What follows belongs to an exercise in optimizing a design on an open flow for small area, a short achievable clock period and few clock cycles per item; a production flow would make more cautious choices.
Function was checked by simulation only, so behaviour that the tests miss may differ from the original.

## before
==> module segi_div, before the edit <==
module segi_div #(
  parameter int PW = 8
) (
  input  logic                        clk,
  input  logic                        rst_n,
  input  logic                        load,
  input  logic [3:0]                  ld_k,
  input  logic [33:0]                 ld_dn,
  input  logic [33:0]                 ld_wx,
  input  logic [33:0]                 ld_wy,
  input  logic [segi_pkg::DIV_M-1:0]  ld_sx,
  input  logic [segi_pkg::DIV_M-1:0]  ld_sy,
  input  logic [PW-1:0]               ld_pay,
  input  logic                        take,
  output logic                        idle,
  output logic                        done,
  output logic                        idle_nx,    
  output logic                        done_nx,
  output logic [36:0]                 ws_x,
  output logic [36:0]                 wc_x,
  output logic [36:0]                 ws_y,
  output logic [36:0]                 wc_y,
  output logic [segi_pkg::DIV_M-1:0]  qp_x,
  output logic [segi_pkg::DIV_M-1:0]  qn_x,
  output logic [segi_pkg::DIV_M-1:0]  qp_y,
  output logic [segi_pkg::DIV_M-1:0]  qn_y,
  output logic [PW-1:0]               pay
);
  localparam int U = segi_pkg::DIV_U;
  localparam int M = segi_pkg::DIV_M;
  logic [1:0]  st_r;       
  logic [3:0]  cnt_r;
  logic [33:0] dn_r;
  logic [36:0] wsx_r, wcx_r, wsy_r, wcy_r;
  logic [M-1:0] sqx_r, qnx_r, sqy_r, qny_r;
  logic [PW-1:0] pay_r;
  logic [3:0]   ex_r, ey_r;       
  logic [3:0]   ex_n, ey_n;
  logic [36:0] wsx_n, wcx_n, wsy_n, wcy_n;
  logic [M-1:0] sqx_n, qnx_n, sqy_n, qny_n;
  function automatic logic [3:0] est_of(input logic [4:0] ts, input logic [4:0] tc,
                                        input logic [4:0] td);
    logic [4:0] sx, mj;
    sx = ts ^ tc ^ td;
    mj = (ts & tc) | (ts & td) | (tc & td);
    est_of = sx[4:1] + mj[3:0];
  endfunction
  always_comb begin
    logic [36:0] s, c, ys, yc, dd;
    logic [M-1:0] sq, qn;
    logic [3:0] est, e_p, e_z, e_m;
    logic [4:0] dtop;
    logic q1, qm;
    dtop = {2'b00, dn_r[33:31]};
    s = wsx_r; c = wcx_r; sq = sqx_r; qn = qnx_r;
    est = ex_r;
    for (int i = 0; i < U; i++) begin
      ys  = {s[35:0], sq[M-1]};
      yc  = {c[35:0], 1'b0};
      q1  = !est[3];
      qm  = est[3] && (est != 4'b1111);
      e_p = est_of(ys[35:31], yc[35:31], ~dtop);
      e_z = est_of(ys[35:31], yc[35:31], 5'b00000);
      e_m = est_of(ys[35:31], yc[35:31], dtop);
      dd  = q1 ? ~{3'b000, dn_r} : (qm ? {3'b000, dn_r} : 37'd0);
      s   = ys ^ yc ^ dd;
      c   = {((ys[35:0] & yc[35:0]) | (ys[35:0] & dd[35:0]) | (yc[35:0] & dd[35:0])), q1};
      sq  = {sq[M-2:0], q1};
      qn  = {qn[M-2:0], qm};
      est = q1 ? e_p : (qm ? e_m : e_z);
    end
    wsx_n = s; wcx_n = c; sqx_n = sq; qnx_n = qn; ex_n = est;
    s = wsy_r; c = wcy_r; sq = sqy_r; qn = qny_r;
    est = ey_r;
    for (int i = 0; i < U; i++) begin
      ys  = {s[35:0], sq[M-1]};
      yc  = {c[35:0], 1'b0};
      q1  = !est[3];
      qm  = est[3] && (est != 4'b1111);
      e_p = est_of(ys[35:31], yc[35:31], ~dtop);
      e_z = est_of(ys[35:31], yc[35:31], 5'b00000);
      e_m = est_of(ys[35:31], yc[35:31], dtop);
      dd  = q1 ? ~{3'b000, dn_r} : (qm ? {3'b000, dn_r} : 37'd0);
      s   = ys ^ yc ^ dd;
      c   = {((ys[35:0] & yc[35:0]) | (ys[35:0] & dd[35:0]) | (yc[35:0] & dd[35:0])), q1};
      sq  = {sq[M-2:0], q1};
      qn  = {qn[M-2:0], qm};
      est = q1 ? e_p : (qm ? e_m : e_z);
    end
    wsy_n = s; wcy_n = c; sqy_n = sq; qny_n = qn; ey_n = est;
  end
  logic [1:0] st_nx;
  always_comb begin
    st_nx = st_r;
    if (load)                           st_nx = (ld_k == 4'd0) ? 2'd2 : 2'd1;
    else if (st_r == 2'd1)              st_nx = (cnt_r == 4'd1) ? 2'd2 : 2'd1;
    else if (st_r == 2'd2 && take)      st_nx = 2'd0;
  end
  always_ff @(posedge clk) begin
    if (!rst_n) st_r <= 2'd0;
    else        st_r <= st_nx;
  end
  assign idle_nx = (st_nx == 2'd0);
  assign done_nx = (st_nx == 2'd2);
  always_ff @(posedge clk) begin
    if (load) begin
      cnt_r <= ld_k;
      dn_r  <= ld_dn;
      wsx_r <= {3'b000, ld_wx};
      ex_r  <= {2'b00, ld_wx[33:32]};
      ey_r  <= {2'b00, ld_wy[33:32]};
      wcx_r <= '0;
      wsy_r <= {3'b000, ld_wy};
      wcy_r <= '0;
      sqx_r <= ld_sx;
      sqy_r <= ld_sy;
      qnx_r <= '0;
      qny_r <= '0;
      pay_r <= ld_pay;
    end else if (st_r == 2'd1) begin
      cnt_r <= cnt_r - 4'd1;
      wsx_r <= wsx_n;
      ex_r  <= ex_n;
      ey_r  <= ey_n;
      wcx_r <= wcx_n;
      wsy_r <= wsy_n;
      wcy_r <= wcy_n;
      sqx_r <= sqx_n;
      sqy_r <= sqy_n;
      qnx_r <= qnx_n;
      qny_r <= qny_n;
    end
  end
  assign idle = (st_r == 2'd0);
  assign done = (st_r == 2'd2);
  assign ws_x = wsx_r;
  assign wc_x = wcx_r;
  assign ws_y = wsy_r;
  assign wc_y = wcy_r;
  assign qp_x = sqx_r;
  assign qn_x = qnx_r;
  assign qp_y = sqy_r;
  assign qn_y = qny_r;
  assign pay  = pay_r;
endmodule
clock: 11.0 ns
lec_check: 0
cap_margin: 20
core_margin: 2
core_utilization: 40
setup_slack_margin: 5
slew_margin: 20
run.sh (not shown) runs the stock make flow with config.mk's settings and CLKGATE_MAP_FILE= SYNTH_SCRIPT=/design/flow/synth_recipe.tcl, a recipe that flattens the netlist after the stock synthesis.
Testbench counts of before, summed over its fixed seeds: cycles 10,334, items 4,800.
Here is what was changed in the inputs of after compared with before.
--- a/flow/design.v
+++ b/flow/design.v
@@ -7,7 +7,7 @@
   localparam int CFG_DATA_W = 12;
   localparam int MAX_POINTS = 64;
-  localparam int DIV_U = 3;
-  localparam int DIV_M = 21;
-  localparam int DIV_N = 3;
+  localparam int DIV_U = 2;
+  localparam int DIV_M = 22;
+  localparam int DIV_N = 4;
   localparam int LANES = 22;
   localparam int ROWS  = (MAX_POINTS + LANES - 1) / LANES;
@@ -490,6 +490,4 @@
   logic [M-1:0] sqx_r, qnx_r, sqy_r, qny_r;
   logic [PW-1:0] pay_r;
-  logic [3:0]   ex_r, ey_r;       
-  logic [3:0]   ex_n, ey_n;
   logic [36:0] wsx_n, wcx_n, wsy_n, wcy_n;
   logic [M-1:0] sqx_n, qnx_n, sqy_n, qny_n;
@@ -509,5 +507,5 @@
     dtop = {2'b00, dn_r[33:31]};
     s = wsx_r; c = wcx_r; sq = sqx_r; qn = qnx_r;
-    est = ex_r;
+    est = s[35:32] + c[35:32];
     for (int i = 0; i < U; i++) begin
       ys  = {s[35:0], sq[M-1]};
@@ -525,7 +523,7 @@
       est = q1 ? e_p : (qm ? e_m : e_z);
     end
-    wsx_n = s; wcx_n = c; sqx_n = sq; qnx_n = qn; ex_n = est;
+    wsx_n = s; wcx_n = c; sqx_n = sq; qnx_n = qn;
     s = wsy_r; c = wcy_r; sq = sqy_r; qn = qny_r;
-    est = ey_r;
+    est = s[35:32] + c[35:32];
     for (int i = 0; i < U; i++) begin
       ys  = {s[35:0], sq[M-1]};
@@ -543,5 +541,5 @@
       est = q1 ? e_p : (qm ? e_m : e_z);
     end
-    wsy_n = s; wcy_n = c; sqy_n = sq; qny_n = qn; ey_n = est;
+    wsy_n = s; wcy_n = c; sqy_n = sq; qny_n = qn;
   end
   logic [1:0] st_nx;
@@ -563,6 +561,4 @@
       dn_r  <= ld_dn;
       wsx_r <= {3'b000, ld_wx};
-      ex_r  <= {2'b00, ld_wx[33:32]};
-      ey_r  <= {2'b00, ld_wy[33:32]};
       wcx_r <= '0;
       wsy_r <= {3'b000, ld_wy};
@@ -576,6 +572,4 @@
       cnt_r <= cnt_r - 4'd1;
       wsx_r <= wsx_n;
-      ex_r  <= ex_n;
-      ey_r  <= ey_n;
       wcx_r <= wcx_n;
       wsy_r <= wsy_n;
[summary]
after completed every stage of the flow, and the final layout passed the timing, design-rule and antenna checks.
~same global-route wire length before repair in after and before
Of after and before, before shows the higher aggregate global-route resource usage, with after below it.
On wire length after detailed routing, the higher figure sits with before, not after.
Synthesized area divided by synthesized cell count was lower in the run labelled before.
Looking at peak per-stage delay on the critical path across after and before, the one that comes out lower is after.
Testbench counts of after, summed over its fixed seeds: cycles 10,572, items 4,800.

[port drivers added, routing unchanged]
The results above use ideal ports. As a check the final layouts listed here were re-extracted and re-timed, cells and wires unchanged.
Step 1 (the two cells are an assumption about what drives the block):
set clk [get_ports {clk}]
set_driving_cell -lib_cell sky130_fd_sc_hd__clkbuf_16 $clk
set_driving_cell -lib_cell sky130_fd_sc_hd__buf_2 [delete_from_list [all_inputs] $clk]
Step 2 moves the port delays by t, midway between the first and last clock arrival at a register: inputs arrive t later, outputs are due t later. That takes back most of the time a late clock gives input paths.
Three values: ideal, step 1, step 2; two values: the first two.
run | t (ns) | slack for setup (ns) | latest minus earliest clock arrival (ns) | worst slew at a driven data input, ns | pins driven straight from the clock port
before | 1.200 | 4.956 / 4.956 / 4.287 | 0.168 / 0.167 | 0.31 | 1
after | 1.221 | 5.240 / 5.240 / 4.481 | 0.128 / 0.128 | 0.37 | 1
After both steps every run listed still meets setup and hold. For after, which loses most, drivers alone change the setup slack by 0.000 ns; drivers and shift together by -0.759 ns.
